This is an optimization exercise on Yosys and OpenROAD, whose aim is a short achievable clock period, few clock cycles and low power, not a production implementation.
Function was checked by simulation only, so behaviour that the tests miss may differ from the original.
Power and IR drop assume default switching activity.

==> module cpu_top, before the edit <==
module cpu_top #(
        parameter logic [15:0] reset_pc = '0
) (
        input  logic        clk,
        input  logic        reset,
        input  logic        run_n,
        input  logic [15:0] sram_d,
        output logic [15:0] sram_addr,
        output logic [15:0] sram_q,
        output logic        sram_we_n
);
        logic [15:0] pc_q;                        
        logic [15:0] pc;
        logic        e_alu, e_lw, e_sw, e_beq;    
        logic        e_sub, e_nand, e_addi;       
        logic [3:0]  e_dst;
        logic [3:0]  e_imm;
        logic [15:0] op_a, op_b;
        logic        e_c4;                        
        logic [15:0] rf [16];
        logic        clr;                         
        logic        e_mem;
        logic [15:0] e_x;
        logic [15:0] alu_res;
        logic [15:0] ea;
        logic        taken;
        assign e_mem = e_lw | e_sw;
        assign e_x   = e_addi ? {12'd0, e_imm} : op_a;
        logic [15:0] sum;
        assign sum = e_x + (op_b ^ {16{e_sub}}) + {15'd0, e_sub};
        assign alu_res = e_nand ? ~(op_a & op_b) : sum;
        logic [3:0]  ea_lo;
        logic [11:0] ea_pre, ea_hi_inc;
        assign ea_lo = op_b[3:0] + e_imm;
        logic [11:0] ea_l0, ea_l1, ea_l2, ea_l3;
        assign ea_l0 = op_b[15:4];
        for (genvar i = 0; i < 12; i++) begin : g_ea_pfx
                assign ea_l1[i] = (i >= 1) ? ea_l0[i] & ea_l0[i-1] : ea_l0[i];
                assign ea_l2[i] = (i >= 2) ? ea_l1[i] & ea_l1[i-2] : ea_l1[i];
                assign ea_l3[i] = (i >= 4) ? ea_l2[i] & ea_l2[i-4] : ea_l2[i];
        end
        assign ea_pre[0] = 1'b1;
        for (genvar i = 1; i < 12; i++) begin : g_ea_pre
                assign ea_pre[i] = (i - 1 >= 8) ? ea_l3[i-1] & ea_l3[i-9] : ea_l3[i-1];
        end
        assign ea_hi_inc = op_b[15:4] ^ ea_pre;
        assign ea = {e_c4 ? ea_hi_inc : op_b[15:4], ea_lo};
        assign taken = e_beq & (op_a == op_b);
        assign sram_addr = e_mem ? ea : pc;
        assign sram_q    = op_a;
        assign sram_we_n = ~e_sw | run_n;
        logic        rf_we;
        logic [15:0] rf_wd;
        assign rf_we = ~run_n & (e_alu | e_lw);
        assign rf_wd = (clr | ~(e_alu | e_lw)) ? 16'd0 : e_lw ? sram_d : alu_res;
        for (genvar i = 0; i < 16; i++) begin : g_rf
                always_ff @(posedge clk) begin
                        if (clr || (rf_we && e_dst == i))
                                rf[i] <= rf_wd;
                end
        end
        always_ff @(posedge clk or negedge reset) begin
                if (!reset)
                        clr <= 1'b1;
                else if (!run_n)
                        clr <= 1'b0;
        end
        logic clr_done;
        always_ff @(posedge clk)
                clr_done <= ~reset;
        logic [3:0]  f_op, f_c, f_b, f_a;
        logic        f_en;
        logic        f_alu, f_lw, f_sw, f_beq, f_jmp, f_bsame, f_redir;
        logic [15:0] f_off, pc_tgt, bt_off, pc_bt;
        logic [3:0]  idx_a;
        logic [15:0] rd_a, rd_b;
        assign f_op = sram_d[15:12];
        assign f_c  = sram_d[11:8];
        assign f_b  = sram_d[7:4];
        assign f_a  = sram_d[3:0];
        assign f_en = ~e_mem & ~taken & ~(clr & ~clr_done);
        assign f_alu = (f_op == 4'd0) | (f_op == 4'd1) | (f_op == 4'd2) | (f_op == 4'd8);
        assign f_sw  = (f_op == 4'd5);
        assign f_lw  = (f_op == 4'd6);
        assign f_beq = (f_op == 4'd14);
        assign f_jmp = (f_op == 4'd15);
        assign f_bsame = f_beq & (f_c == f_b);
        assign f_redir = f_jmp | f_bsame;
        assign f_off  = {f_jmp ? {{4{sram_d[11]}}, sram_d[11:4]} : 12'd0, (f_beq | f_jmp) ? sram_d[3:0] : 4'd0};
        assign pc_tgt = pc + f_off;
        assign bt_off = {{12{e_imm == 4'd0}}, e_imm - 4'd1};
        assign pc_bt  = (pc_q & {16{e_beq}}) + bt_off;
        logic [15:0] pc_pre, pc_inc;
        assign pc_pre[0] = 1'b1;
        for (genvar i = 1; i < 16; i++) begin : g_pc_pre
                assign pc_pre[i] = &pc[i-1:0];
        end
        assign pc_inc = pc ^ pc_pre;
        assign idx_a = (f_sw | f_beq) ? f_c : f_a;
        always_comb begin
                if (e_alu && e_dst == idx_a)
                        rd_a = alu_res;
                else
                        rd_a = rf[idx_a];
                if (e_alu && e_dst == f_b)
                        rd_b = alu_res;
                else
                        rd_b = rf[f_b];
        end
        logic [3:0] f_g, f_o;
        logic       f_c4;
        assign f_g  = rd_b[3:0] & f_a;
        assign f_o  = rd_b[3:0] | f_a;
        assign f_c4 = f_g[3] | (f_o[3] & f_g[2]) | (f_o[3] & f_o[2] & f_g[1])
                    | (f_o[3] & f_o[2] & f_o[1] & f_g[0]);
        logic f_use_a, f_use_b, f_use_dst, f_use_imm, f_ld;
        assign f_use_a   = (f_alu & (f_op != 4'd1)) | f_sw | f_beq;
        assign f_use_b   = f_alu | f_lw | f_sw | f_beq;
        assign f_use_dst = f_alu | f_lw;
        assign f_use_imm = (f_op == 4'd1) | f_lw | f_sw | f_beq;
        assign f_ld      = ~run_n & f_en;
        always_ff @(posedge clk) begin
                if (f_ld & f_use_a)
                        op_a <= rd_a;
                if (f_ld & f_use_b)
                        op_b <= rd_b;
                if (f_ld & f_use_dst)
                        e_dst <= f_c;
                if (f_ld & f_use_imm)
                        e_imm <= f_a;
                if (f_ld & (f_lw | f_sw))
                        e_c4 <= f_c4;
                if (f_ld & f_alu) begin
                        e_sub  <= (f_op == 4'd2);
                        e_nand <= (f_op == 4'd8);
                        e_addi <= (f_op == 4'd1);
                end
        end
        always_ff @(posedge clk or negedge reset) begin
                if (!reset) begin
                        e_alu <= 1'b0;
                        e_lw  <= 1'b0;
                        e_sw  <= 1'b0;
                        e_beq <= 1'b0;
                end else if (!run_n) begin
                        e_alu <= f_en & f_alu;
                        e_lw  <= f_en & f_lw;
                        e_sw  <= f_en & f_sw;
                        e_beq <= f_en & f_beq & ~f_bsame;
                end
        end
        assign pc = clr ? reset_pc : pc_q;
        always_ff @(posedge clk) begin
                if (!run_n) begin
                        if (taken)
                                pc_q <= pc_bt;
                        else if (f_en & f_redir)
                                pc_q <= pc_tgt;
                        else if (f_en)
                                pc_q <= pc_inc;
                        else if (clr)
                                pc_q <= reset_pc;
                end
        end
endmodule
Settings: LEC_CHECK=0, CAP_MARGIN=20, CORE_MARGIN=2, CORE_UTILIZATION=55, SETUP_SLACK_MARGIN=5, SLEW_MARGIN=20; clock period 9.0 ns.
standard.sh (not shown) runs the stock make flow with config.mk's settings and CLKGATE_MAP_FILE= SYNTH_SCRIPT=/design/flow/synth_recipe.tcl, a recipe that flattens the netlist after the stock synthesis.
==> flow/flow/run.sh <==
#!/bin/bash
# The standard layout (the standard.sh, every step), except for the
# clock tree's settings: no dummy loads, and larger sink clusters.
export CTS_ARGS="-sink_clustering_enable -repair_clock_nets -dont_use_dummy_load -sink_clustering_size 16 -sink_clustering_max_diameter 60 -buf_list {sky130_fd_sc_hd__clkbuf_4 sky130_fd_sc_hd__clkbuf_8}"
bash standard.sh > standard.log 2>&1
The baseline finished with timing, DRC and antenna clean.
Testbench counts at the start, summed over its fixed seeds: cycles 32,260.
Edit:
--- a/flow/design.v
+++ b/flow/design.v
@@ -191,19 +191,19 @@
                         e_addi <= (f_op == 4'd1);
                 end
         end
-        always_ff @(posedge clk or negedge reset) begin
-                if (!reset) begin
-                        e_alu <= 1'b0;
-                        e_lw  <= 1'b0;
-                        e_sw  <= 1'b0;
-                        e_beq <= 1'b0;
-                end else if (!run_n) begin
-                        e_alu <= f_en & f_alu;
-                        e_lw  <= f_en & f_lw;
-                        e_sw  <= f_en & f_sw;
-                        e_beq <= f_en & f_beq & ~f_bsame;
-                end
-        end
+        logic e_alu_q, e_lw_q, e_sw_q, e_beq_q;
+        always_ff @(posedge clk) begin
+                if (!run_n) begin
+                        e_alu_q <= f_en & f_alu;
+                        e_lw_q  <= f_en & f_lw;
+                        e_sw_q  <= f_en & f_sw;
+                        e_beq_q <= f_en & f_beq & ~f_bsame;
+                end
+        end
+        assign e_alu = e_alu_q & ~clr;
+        assign e_lw  = e_lw_q & ~clr;
+        assign e_sw  = e_sw_q & ~clr;
+        assign e_beq = e_beq_q & ~clr;
         assign pc = clr ? reset_pc : pc_q;
         always_ff @(posedge clk) begin
                 if (!run_n) begin
Total power came out lower by a little under a tenth.
Routed wire length came out higher slightly.
Sequential share of layout area came out higher by 0.56 points.
Setup slack stays flat.
Register-to-register slack gets better by 120 ps.
Cell count came out lower slightly.
Clock power came out higher slightly.
Critical path depth came out lower by 3.
Final area came out lower slightly.
Via count stays flat.
Area after synthesis came out higher slightly.
Maximum frequency stays flat.
Synthesized cell count came out higher slightly.
Count of clock-buffer cells in the layout does not change.
Testbench counts after the change, summed over its fixed seeds: cycles 32,260.

==> static timing again, ports no longer ideal <==
Ports are ideal in the flow. The routed layouts listed here were re-timed in OpenROAD.
Step 1: set_driving_cell puts a clkbuf_16 on clk and a buf_2 on each other input, an assumption about the parent block.
Step 2 adds t to the input delays and takes it off the output delays; t is the mean of the earliest and latest rising clock arrival at the registers after step 1. Input paths then give back, and output paths get back, about the clock's delay inside the block.
Slacks: no drivers / after step 1 / after step 2; pairs: no drivers / after step 1.
run | t (ns) | setup slack, ns | hold slack, ns | worst setup path at the end | clock arrival spread, ns
the first run | 0.650 | 4.901 / 4.851 / 4.295 | 0.582 / 0.582 / 0.582 | input to register | 0.089 / 0.089
the second run | 0.647 | 4.904 / 4.854 / 4.380 | 0.662 / 0.662 / 0.662 | input to register | 0.052 / 0.051
After both steps every run listed still meets setup and hold. The setup slack of the first run, which loses most, moves by -0.050 ns with the drivers and by -0.606 ns with both steps.
